This design comes from an exercise in tuning for small area on the open sky130 flow, not from production work.
Function was checked by simulation only, so behaviour that the tests miss may differ from the original.
Power and IR drop assume default switching activity.

==> v3 <==
==> flow/design.v <==
package shell_glue_pkg;
   localparam int NUM_DDR   = 4;       
   localparam int DDR_A_BIT = 0;
   localparam int DDR_B_BIT = 1;
   localparam int DDR_C_BIT = 2;       
   localparam int DDR_D_BIT = 3;
   localparam int NUM_STAT_CH      = 3;
   localparam int STAT_PIPE_STAGES = 8;    
   localparam int RST_PIPE_STAGES  = 4;    
   localparam int STAT_ADDR_W = 8;
   localparam int STAT_DATA_W = 32;
   localparam int STAT_INT_W  = 8;
   localparam int HOST_ID_W = 6;
   localparam int CORE_ID_W = 16;
   localparam int ID_PAD_W  = CORE_ID_W - HOST_ID_W;    
   typedef struct packed {
      logic                   wr;       
      logic                   rd;       
      logic [STAT_ADDR_W-1:0] addr;     
      logic [STAT_DATA_W-1:0] wdata;    
   } stat_req_t;
   typedef struct packed {
      logic                   ack;      
      logic [STAT_INT_W-1:0]  intr;     
      logic [STAT_DATA_W-1:0] rdata;    
   } stat_rsp_t;
   localparam int STAT_REQ_W = 2 + STAT_ADDR_W + STAT_DATA_W;
   localparam int STAT_RSP_W = 1 + STAT_INT_W + STAT_DATA_W;
endpackage
`timescale 1ns/1ps
import shell_glue_pkg::*;
module lib_pipe
#(
   parameter int WIDTH  = 1,                  
   parameter int STAGES = RST_PIPE_STAGES     
)
(
   input  logic             clk_main_a0,
   input  logic             rst_n,
   input  logic [WIDTH-1:0] in_bus,
   output logic [WIDTH-1:0] out_bus
);
   logic [WIDTH-1:0] pipe_q [STAGES];    
   always_ff @(posedge clk_main_a0 or negedge rst_n)
   begin
      if (!rst_n)
      begin
         for (int i = 0; i < STAGES; i++)
         begin
            pipe_q[i] <= '0;              
         end
      end
      else
      begin
         pipe_q[0] <= in_bus;
         for (int i = 1; i < STAGES; i++)
         begin
            pipe_q[i] <= pipe_q[i-1];     
         end
      end
   end
   assign out_bus = pipe_q[STAGES-1];
endmodule
`timescale 1ns/1ps
import shell_glue_pkg::*;
module rst_sync_tree
(
   input  logic clk_main_a0,
   input  logic sync_rst_n,      
   output logic local_rst_n,     
   output logic ddr_rst_n,       
   output logic core_rst_n       
);
   logic pre_sync_rst_n;         
   always_ff @(posedge clk_main_a0 or negedge sync_rst_n)
   begin
      if (!sync_rst_n)
      begin
         pre_sync_rst_n <= 1'b0;
         local_rst_n    <= 1'b0;
      end
      else
      begin
         pre_sync_rst_n <= 1'b1;
         local_rst_n    <= pre_sync_rst_n;
      end
   end
   lib_pipe #(
      .WIDTH  (1),
      .STAGES (RST_PIPE_STAGES)
   ) ddr_rst_pipe (
      .clk_main_a0 (clk_main_a0),
      .rst_n       (local_rst_n),
      .in_bus      (local_rst_n),
      .out_bus     (ddr_rst_n)
   );
   lib_pipe #(
      .WIDTH  (1),
      .STAGES (RST_PIPE_STAGES)
   ) core_rst_pipe (
      .clk_main_a0 (clk_main_a0),
      .rst_n       (local_rst_n),
      .in_bus      (local_rst_n),
      .out_bus     (core_rst_n)
   );
endmodule
`timescale 1ns/1ps
import shell_glue_pkg::*;
module flr_ready_monitor
(
   input  logic                   clk_main_a0,
   input  logic                   local_rst_n,
   input  logic                   flr_assert,      
   output logic                   flr_done,        
   input  logic [NUM_STAT_CH-1:0] ctrl_ready,      
   input  logic                   ddr_c_ready,     
   output logic [NUM_DDR-1:0]     ddr_ready
);
   logic flr_assert_q;       
   logic ddr_c_ready_q;      
   always_ff @(posedge clk_main_a0 or negedge local_rst_n)
   begin
      if (!local_rst_n)
      begin
         flr_assert_q <= 1'b0;
         flr_done     <= 1'b0;
      end
      else
      begin
         flr_assert_q <= flr_assert;
         flr_done     <= flr_assert_q && !flr_done;
      end
   end
   always_ff @(posedge clk_main_a0 or negedge local_rst_n)
   begin
      if (!local_rst_n)
         ddr_c_ready_q <= 1'b0;
      else
         ddr_c_ready_q <= ddr_c_ready;     
   end
   assign ddr_ready[DDR_A_BIT] = ctrl_ready[0];
   assign ddr_ready[DDR_B_BIT] = ctrl_ready[1];
   assign ddr_ready[DDR_C_BIT] = ddr_c_ready_q;
   assign ddr_ready[DDR_D_BIT] = ctrl_ready[2];
endmodule
`timescale 1ns/1ps
import shell_glue_pkg::*;
module ddr_stat_bridge
(
   input  logic      clk_main_a0,
   input  logic      local_rst_n,
   input  logic [NUM_STAT_CH*STAT_REQ_W-1:0] stat_req_in,
   output logic [NUM_STAT_CH*STAT_REQ_W-1:0] stat_req_out,
   input  logic [NUM_STAT_CH*STAT_RSP_W-1:0] stat_rsp_in,
   output logic [NUM_STAT_CH*STAT_RSP_W-1:0] stat_rsp_out
);
   localparam int REQ_W = STAT_REQ_W;    
   localparam int RSP_W = STAT_RSP_W;    
   for (genvar ch = 0; ch < NUM_STAT_CH; ch++)
   begin : g_stat_ch
      logic [REQ_W-1:0] req_flat;        
      logic [RSP_W-1:0] rsp_flat;        
      lib_pipe #(
         .WIDTH  (REQ_W),
         .STAGES (STAT_PIPE_STAGES)
      ) req_pipe (
         .clk_main_a0 (clk_main_a0),
         .rst_n       (local_rst_n),
         .in_bus      (stat_req_in[ch*REQ_W +: REQ_W]),
         .out_bus     (req_flat)
      );
      lib_pipe #(
         .WIDTH  (RSP_W),
         .STAGES (STAT_PIPE_STAGES)
      ) rsp_pipe (
         .clk_main_a0 (clk_main_a0),
         .rst_n       (local_rst_n),
         .in_bus      (stat_rsp_in[ch*RSP_W +: RSP_W]),
         .out_bus     (rsp_flat)
      );
      assign stat_req_out[ch*REQ_W +: REQ_W] = req_flat;
      assign stat_rsp_out[ch*RSP_W +: RSP_W] = rsp_flat;
   end
endmodule
`timescale 1ns/1ps
import shell_glue_pkg::*;
module cl_shell_top
(
   input  logic                   clk_main_a0,
   input  logic                   sync_rst_n,        
   output logic                   ddr_rst_n,         
   output logic                   core_rst_n,        
   input  logic                   flr_assert,
   output logic                   flr_done,
   input  logic [NUM_STAT_CH-1:0] ctrl_ready,        
   input  logic                   ddr_c_ready,       
   output logic [NUM_DDR-1:0]     ddr_ready,
   input  logic [NUM_STAT_CH*STAT_REQ_W-1:0] stat_req_in,
   output logic [NUM_STAT_CH*STAT_REQ_W-1:0] stat_req_out,
   input  logic [NUM_STAT_CH*STAT_RSP_W-1:0] stat_rsp_in,
   output logic [NUM_STAT_CH*STAT_RSP_W-1:0] stat_rsp_out,
   input  logic [HOST_ID_W-1:0]   host_awid,
   input  logic [HOST_ID_W-1:0]   host_arid,
   output logic [HOST_ID_W-1:0]   host_bid,
   output logic [HOST_ID_W-1:0]   host_rid,
   output logic [CORE_ID_W-1:0]   core_awid,
   output logic [CORE_ID_W-1:0]   core_arid,
   input  logic [CORE_ID_W-1:0]   core_bid,
   input  logic [CORE_ID_W-1:0]   core_rid
);
   logic local_rst_n;      
   rst_sync_tree rst_tree (
      .clk_main_a0 (clk_main_a0),
      .sync_rst_n  (sync_rst_n),
      .local_rst_n (local_rst_n),
      .ddr_rst_n   (ddr_rst_n),
      .core_rst_n  (core_rst_n)
   );
   flr_ready_monitor status_mon (
      .clk_main_a0 (clk_main_a0),
      .local_rst_n (local_rst_n),
      .flr_assert  (flr_assert),
      .flr_done    (flr_done),
      .ctrl_ready  (ctrl_ready),
      .ddr_c_ready (ddr_c_ready),
      .ddr_ready   (ddr_ready)
   );
   ddr_stat_bridge stat_bridge (
      .clk_main_a0  (clk_main_a0),
      .local_rst_n  (local_rst_n),
      .stat_req_in  (stat_req_in),
      .stat_req_out (stat_req_out),
      .stat_rsp_in  (stat_rsp_in),
      .stat_rsp_out (stat_rsp_out)
   );
   assign core_awid = {{ID_PAD_W{1'b0}}, host_awid};
   assign core_arid = {{ID_PAD_W{1'b0}}, host_arid};
   assign host_bid  = core_bid[HOST_ID_W-1:0];
   assign host_rid  = core_rid[HOST_ID_W-1:0];
endmodule
==> flow/run.sh <==
#!/bin/bash
# synth_recipe.tcl (not shown) runs the flow's synth.tcl, then flattens the netlist and writes it again
# the make line also repeats each setting of config.mk as NAME=value (left out here)
make -C /OpenROAD-flow-scripts/flow DESIGN_CONFIG=/design/flow/config.mk WORK_HOME=/design/flow/orfs CLKGATE_MAP_FILE= SYNTH_SCRIPT=/design/flow/synth_recipe.tcl finish
==> flow/config.mk <==
export PLATFORM = sky130hd
export DESIGN_NAME = cl_shell_top
export DESIGN_NICKNAME = cl_shell_top
export VERILOG_FILES = /design/flow/design.v
export SDC_FILE = /design/flow/constraint.sdc
export NUM_CORES = 4
export LEC_CHECK = 0
export CAP_MARGIN = 20
export CORE_MARGIN = 2
export CORE_UTILIZATION = 35
export SLEW_MARGIN = 20
==> flow/constraint.sdc <==
create_clock -name core_clock -period 5.0 [get_ports {clk_main_a0}]
set_input_delay 1.0000 -clock core_clock [delete_from_list [all_inputs] [get_ports {clk_main_a0}]]
set_output_delay 1.0000 -clock core_clock [all_outputs]
set_load 0.01 [all_outputs]
==> v30: changes against v3 <==
--- a/flow/design.v
+++ b/flow/design.v
@@ -37,25 +37,14 @@
 (
    input  logic             clk_main_a0,
-   input  logic             rst_n,
    input  logic [WIDTH-1:0] in_bus,
    output logic [WIDTH-1:0] out_bus
 );
    logic [WIDTH-1:0] pipe_q [STAGES];    
-   always_ff @(posedge clk_main_a0 or negedge rst_n)
-   begin
-      if (!rst_n)
-      begin
-         for (int i = 0; i < STAGES; i++)
-         begin
-            pipe_q[i] <= '0;              
-         end
-      end
-      else
-      begin
-         pipe_q[0] <= in_bus;
-         for (int i = 1; i < STAGES; i++)
-         begin
-            pipe_q[i] <= pipe_q[i-1];     
-         end
+   always_ff @(posedge clk_main_a0)
+   begin
+      pipe_q[0] <= in_bus;
+      for (int i = 1; i < STAGES; i++)
+      begin
+         pipe_q[i] <= pipe_q[i-1];     
       end
    end
@@ -70,5 +59,6 @@
    output logic local_rst_n,     
    output logic ddr_rst_n,       
-   output logic core_rst_n       
+   output logic core_rst_n,      
+   output logic stat_ok          
 );
    logic pre_sync_rst_n;         
@@ -86,22 +76,27 @@
       end
    end
-   lib_pipe #(
-      .WIDTH  (1),
-      .STAGES (RST_PIPE_STAGES)
-   ) ddr_rst_pipe (
-      .clk_main_a0 (clk_main_a0),
-      .rst_n       (local_rst_n),
-      .in_bus      (local_rst_n),
-      .out_bus     (ddr_rst_n)
-   );
-   lib_pipe #(
-      .WIDTH  (1),
-      .STAGES (RST_PIPE_STAGES)
-   ) core_rst_pipe (
-      .clk_main_a0 (clk_main_a0),
-      .rst_n       (local_rst_n),
-      .in_bus      (local_rst_n),
-      .out_bus     (core_rst_n)
-   );
+   logic [1:0] jc_q;             
+   logic       ddr_q;            
+   logic       stat_q;           
+   logic       wrap;             
+   assign wrap = jc_q[1] & ~jc_q[0];
+   always_ff @(posedge clk_main_a0 or negedge local_rst_n)
+   begin
+      if (!local_rst_n)
+      begin
+         jc_q   <= 2'b00;
+         ddr_q  <= 1'b0;
+         stat_q <= 1'b0;
+      end
+      else
+      begin
+         jc_q   <= {jc_q[0], ~jc_q[1]};
+         ddr_q  <= ddr_q | wrap;
+         stat_q <= stat_q | (ddr_q & wrap);
+      end
+   end
+   assign ddr_rst_n  = ddr_q;
+   assign core_rst_n = ddr_q;
+   assign stat_ok    = stat_q;
 endmodule
 `timescale 1ns/1ps
@@ -149,5 +144,5 @@
 (
    input  logic      clk_main_a0,
-   input  logic      local_rst_n,
+   input  logic      stat_ok,
    input  logic [NUM_STAT_CH*STAT_REQ_W-1:0] stat_req_in,
    output logic [NUM_STAT_CH*STAT_REQ_W-1:0] stat_req_out,
@@ -157,4 +152,6 @@
    localparam int REQ_W = STAT_REQ_W;    
    localparam int RSP_W = STAT_RSP_W;    
+   localparam int REQ_PAY_W = STAT_ADDR_W + STAT_DATA_W;    
+   localparam int RSP_PAY_W = STAT_DATA_W;                  
    for (genvar ch = 0; ch < NUM_STAT_CH; ch++)
    begin : g_stat_ch
@@ -166,5 +163,4 @@
       ) req_pipe (
          .clk_main_a0 (clk_main_a0),
-         .rst_n       (local_rst_n),
          .in_bus      (stat_req_in[ch*REQ_W +: REQ_W]),
          .out_bus     (req_flat)
@@ -175,10 +171,13 @@
       ) rsp_pipe (
          .clk_main_a0 (clk_main_a0),
-         .rst_n       (local_rst_n),
          .in_bus      (stat_rsp_in[ch*RSP_W +: RSP_W]),
          .out_bus     (rsp_flat)
       );
-      assign stat_req_out[ch*REQ_W +: REQ_W] = req_flat;
-      assign stat_rsp_out[ch*RSP_W +: RSP_W] = rsp_flat;
+      assign stat_req_out[ch*REQ_W + REQ_PAY_W +: 2] =
+         req_flat[REQ_PAY_W +: 2] & {2{stat_ok}};
+      assign stat_req_out[ch*REQ_W +: REQ_PAY_W] = req_flat[REQ_PAY_W-1:0];
+      assign stat_rsp_out[ch*RSP_W + RSP_PAY_W +: RSP_W-RSP_PAY_W] =
+         rsp_flat[RSP_PAY_W +: RSP_W-RSP_PAY_W] & {(RSP_W-RSP_PAY_W){stat_ok}};
+      assign stat_rsp_out[ch*RSP_W +: RSP_PAY_W] = rsp_flat[RSP_PAY_W-1:0];
    end
 endmodule
@@ -210,4 +209,5 @@
 );
    logic local_rst_n;      
+   logic stat_ok;          
    rst_sync_tree rst_tree (
       .clk_main_a0 (clk_main_a0),
@@ -215,5 +215,6 @@
       .local_rst_n (local_rst_n),
       .ddr_rst_n   (ddr_rst_n),
-      .core_rst_n  (core_rst_n)
+      .core_rst_n  (core_rst_n),
+      .stat_ok     (stat_ok)
    );
    flr_ready_monitor status_mon (
@@ -228,5 +229,5 @@
    ddr_stat_bridge stat_bridge (
       .clk_main_a0  (clk_main_a0),
-      .local_rst_n  (local_rst_n),
+      .stat_ok      (stat_ok),
       .stat_req_in  (stat_req_in),
       .stat_req_out (stat_req_out),
==> flow/flow/run.sh (new file) <==
#!/bin/bash
# Standard ORFS layout with a smaller port buffer and a leaner clock tree.
# make's full output goes to make.log; each ORFS step logs under orfs/logs.
set -o pipefail
bash standard.sh BUFFER_PORTS_ARGS='-buffer_cell sky130_fd_sc_hd__buf_1' RECOVER_POWER=100 CTS_ARGS='-sink_clustering_enable -repair_clock_nets -dont_use_dummy_load -buf_list {sky130_fd_sc_hd__clkbuf_16} -sink_clustering_size 36 -sink_clustering_max_diameter 50' finish > make.log 2>&1
==> flow/standard.sh (new file) <==
#!/bin/bash
# synth_recipe.tcl (not shown) runs the flow's synth.tcl, then flattens the netlist and writes it again
# the make line also repeats each setting of config.mk as NAME=value (left out here)
make -C /OpenROAD-flow-scripts/flow DESIGN_CONFIG=/design/flow/config.mk WORK_HOME=/design/flow/orfs CLKGATE_MAP_FILE= SYNTH_SCRIPT=/design/flow/synth_recipe.tcl "${@:-finish}"
--- a/flow/config.mk
+++ b/flow/config.mk
@@ -8,4 +8,4 @@
 export CAP_MARGIN = 20
 export CORE_MARGIN = 2
-export CORE_UTILIZATION = 35
+export CORE_UTILIZATION = 60
 export SLEW_MARGIN = 20
removed: flow/run.sh
==> v13: changes against v3 <==
--- a/flow/design.v
+++ b/flow/design.v
@@ -37,25 +37,14 @@
 (
    input  logic             clk_main_a0,
-   input  logic             rst_n,
    input  logic [WIDTH-1:0] in_bus,
    output logic [WIDTH-1:0] out_bus
 );
    logic [WIDTH-1:0] pipe_q [STAGES];    
-   always_ff @(posedge clk_main_a0 or negedge rst_n)
-   begin
-      if (!rst_n)
-      begin
-         for (int i = 0; i < STAGES; i++)
-         begin
-            pipe_q[i] <= '0;              
-         end
-      end
-      else
-      begin
-         pipe_q[0] <= in_bus;
-         for (int i = 1; i < STAGES; i++)
-         begin
-            pipe_q[i] <= pipe_q[i-1];     
-         end
+   always_ff @(posedge clk_main_a0)
+   begin
+      pipe_q[0] <= in_bus;
+      for (int i = 1; i < STAGES; i++)
+      begin
+         pipe_q[i] <= pipe_q[i-1];     
       end
    end
@@ -70,5 +59,6 @@
    output logic local_rst_n,     
    output logic ddr_rst_n,       
-   output logic core_rst_n       
+   output logic core_rst_n,      
+   output logic stat_ok          
 );
    logic pre_sync_rst_n;         
@@ -86,22 +76,27 @@
       end
    end
-   lib_pipe #(
-      .WIDTH  (1),
-      .STAGES (RST_PIPE_STAGES)
-   ) ddr_rst_pipe (
-      .clk_main_a0 (clk_main_a0),
-      .rst_n       (local_rst_n),
-      .in_bus      (local_rst_n),
-      .out_bus     (ddr_rst_n)
-   );
-   lib_pipe #(
-      .WIDTH  (1),
-      .STAGES (RST_PIPE_STAGES)
-   ) core_rst_pipe (
-      .clk_main_a0 (clk_main_a0),
-      .rst_n       (local_rst_n),
-      .in_bus      (local_rst_n),
-      .out_bus     (core_rst_n)
-   );
+   logic [1:0] jc_q;             
+   logic       ddr_q;            
+   logic       stat_q;           
+   logic       wrap;             
+   assign wrap = jc_q[1] & ~jc_q[0];
+   always_ff @(posedge clk_main_a0 or negedge local_rst_n)
+   begin
+      if (!local_rst_n)
+      begin
+         jc_q   <= 2'b00;
+         ddr_q  <= 1'b0;
+         stat_q <= 1'b0;
+      end
+      else
+      begin
+         jc_q   <= {jc_q[0], ~jc_q[1]};
+         ddr_q  <= ddr_q | wrap;
+         stat_q <= stat_q | (ddr_q & wrap);
+      end
+   end
+   assign ddr_rst_n  = ddr_q;
+   assign core_rst_n = ddr_q;
+   assign stat_ok    = stat_q;
 endmodule
 `timescale 1ns/1ps
@@ -149,5 +144,5 @@
 (
    input  logic      clk_main_a0,
-   input  logic      local_rst_n,
+   input  logic      stat_ok,
    input  logic [NUM_STAT_CH*STAT_REQ_W-1:0] stat_req_in,
    output logic [NUM_STAT_CH*STAT_REQ_W-1:0] stat_req_out,
@@ -157,4 +152,6 @@
    localparam int REQ_W = STAT_REQ_W;    
    localparam int RSP_W = STAT_RSP_W;    
+   localparam int REQ_PAY_W = STAT_ADDR_W + STAT_DATA_W;    
+   localparam int RSP_PAY_W = STAT_DATA_W;                  
    for (genvar ch = 0; ch < NUM_STAT_CH; ch++)
    begin : g_stat_ch
@@ -166,5 +163,4 @@
       ) req_pipe (
          .clk_main_a0 (clk_main_a0),
-         .rst_n       (local_rst_n),
          .in_bus      (stat_req_in[ch*REQ_W +: REQ_W]),
          .out_bus     (req_flat)
@@ -175,10 +171,13 @@
       ) rsp_pipe (
          .clk_main_a0 (clk_main_a0),
-         .rst_n       (local_rst_n),
          .in_bus      (stat_rsp_in[ch*RSP_W +: RSP_W]),
          .out_bus     (rsp_flat)
       );
-      assign stat_req_out[ch*REQ_W +: REQ_W] = req_flat;
-      assign stat_rsp_out[ch*RSP_W +: RSP_W] = rsp_flat;
+      assign stat_req_out[ch*REQ_W + REQ_PAY_W +: 2] =
+         req_flat[REQ_PAY_W +: 2] & {2{stat_ok}};
+      assign stat_req_out[ch*REQ_W +: REQ_PAY_W] = req_flat[REQ_PAY_W-1:0];
+      assign stat_rsp_out[ch*RSP_W + RSP_PAY_W +: RSP_W-RSP_PAY_W] =
+         rsp_flat[RSP_PAY_W +: RSP_W-RSP_PAY_W] & {(RSP_W-RSP_PAY_W){stat_ok}};
+      assign stat_rsp_out[ch*RSP_W +: RSP_PAY_W] = rsp_flat[RSP_PAY_W-1:0];
    end
 endmodule
@@ -210,4 +209,5 @@
 );
    logic local_rst_n;      
+   logic stat_ok;          
    rst_sync_tree rst_tree (
       .clk_main_a0 (clk_main_a0),
@@ -215,5 +215,6 @@
       .local_rst_n (local_rst_n),
       .ddr_rst_n   (ddr_rst_n),
-      .core_rst_n  (core_rst_n)
+      .core_rst_n  (core_rst_n),
+      .stat_ok     (stat_ok)
    );
    flr_ready_monitor status_mon (
@@ -228,5 +229,5 @@
    ddr_stat_bridge stat_bridge (
       .clk_main_a0  (clk_main_a0),
-      .local_rst_n  (local_rst_n),
+      .stat_ok      (stat_ok),
       .stat_req_in  (stat_req_in),
       .stat_req_out (stat_req_out),
==> flow/flow/run.sh (new file) <==
#!/bin/bash
# Standard ORFS layout with a smaller port buffer (buf_1), a leaner clock tree
# (buf_4 leaf buffers in small clusters, no dummy loads), and the output mask
# gates started at drive strength 1 (flow/pre_floorplan.tcl). make's full
# output goes to make.log; each ORFS step logs under orfs/logs.
set -o pipefail
W=$(pwd)
bash standard.sh PRE_FLOORPLAN_TCL="$W/flow/pre_floorplan.tcl" BUFFER_PORTS_ARGS='-buffer_cell sky130_fd_sc_hd__buf_1' CTS_ARGS='-sink_clustering_enable -repair_clock_nets -dont_use_dummy_load -buf_list {sky130_fd_sc_hd__buf_4} -sink_clustering_size 13 -sink_clustering_max_diameter 45' finish > make.log 2>&1
==> flow/flow/pre_floorplan.tcl (new file) <==
# Before floorplanning: synthesis maps the statistics output masks to
# drive-strength-2 cells, but each drives only its port buffer. Start them at
# drive strength 1; the resizer still sizes up any that need it.
foreach inst [get_cells *] {
  set m [get_property $inst ref_name]
  if {[regexp {^(sky130_fd_sc_hd__[a-z0-9]+)_2$} $m -> base] && ![string match *df* $base] && ![string match *clk* $base]} {
    replace_cell $inst ${base}_1
    puts "DOWNSIZE [get_full_name $inst] $m -> ${base}_1"
  }
}
==> flow/standard.sh (new file) <==
#!/bin/bash
# synth_recipe.tcl (not shown) runs the flow's synth.tcl, then flattens the netlist and writes it again
# the make line also repeats each setting of config.mk as NAME=value (left out here)
make -C /OpenROAD-flow-scripts/flow DESIGN_CONFIG=/design/flow/config.mk WORK_HOME=/design/flow/orfs CLKGATE_MAP_FILE= SYNTH_SCRIPT=/design/flow/synth_recipe.tcl "${@:-finish}"
--- a/flow/config.mk
+++ b/flow/config.mk
@@ -8,4 +8,5 @@
 export CAP_MARGIN = 20
 export CORE_MARGIN = 2
-export CORE_UTILIZATION = 35
+export CORE_UTILIZATION = 70
+export PLACE_DENSITY = 0.85
 export SLEW_MARGIN = 20
removed: flow/run.sh
==> results by group <==
Status
  – Status: no timing/DRC/antenna violations

Pwr
  – Seq pwr share: between 50% and 60%
  – Seq group: ~17 mW

STA
  – Hold WS: 0.3183 ns

Place
  – Inst Count DP: between 4,000 and 5,000
  – Hpwl dp: between 40,000 and 50,000 um

Layout
  – Share of layout cells above drive strength 1: 11.33%
  – Layout area overhead: 27.41%
  – Inverter count: 0

Global route
  – Vias in the first global route: ~21,000

Critical path
  – Critical R2R Launch: rst_tree.local_rst_n

Die
  – Area of the core: 0.1433 mm^2
  – Die X: around 380 um

Detailed routing
  – Routed vias/inst: 3.741
That was v3.
==> results by group <==
Status
  – Status: no timing/DRC/antenna violations

Pwr
  – Seq pwr share: between 60% and 70%
  – Seq group: 17.0 mW

Critical path
  – Critical R2R Launch: rst_tree.stat_q

Layout
  – Share of layout cells above drive strength 1: approximately 5.7%
  – Layout area overhead: 9.728%

Global route
  – Vias in the first global route: 14,370

Place
  – Hpwl dp: 34,590 um
That was v30.
==> results by group <==
Global route
  – Vias in the first global route: between 15,000 and 20,000

Die
  – Area of the core: 0.06013 mm^2

Place
  – Hpwl dp: roughly 42,000 um

Status
  – Status: no timing/DRC/antenna violations

STA
  – Hold WS: between 0.1 and 0.15 ns

Critical path
  – Critical R2R Launch: rst_tree.stat_q

Layout
  – Inverter count: 2

Detailed routing
  – Routed vias/inst: 4.289
That was v13.

## what the ideal ports hide
The flow's constraints put no driver on any port. The routed layouts listed below were extracted and timed again, unchanged, in two steps. Step 1 sets driving cells, clkbuf_16 on the clock port and buf_2 on the other inputs (assumed; they add their load-dependent delay and slew). Step 2, shift: input delay + t, output delay - t, t = (earliest + latest rising clock arrival at the registers) / 2. This alone moves slack from input paths to output paths. a / b / c = no drivers / after step 1 / after step 2; a / b = the first two.
run | t (ns) | setup WS [ns] | worst setup path after step 2 | clock arrival spread, ns | worst data-port slew with drivers (ns)
v3 | 0.837 | 2.147 / 2.073 / 2.909 | register to output | 0.042 / 0.041 | 0.12
v30 | 0.713 | 1.979 / 1.916 / 2.628 | register to output | 0.081 / 0.081 | 0.11
v13 | 0.868 | 1.696 / 1.639 / 2.507 | register to output | 0.118 / 0.118 | 0.13
After both steps every run listed still meets setup and hold.
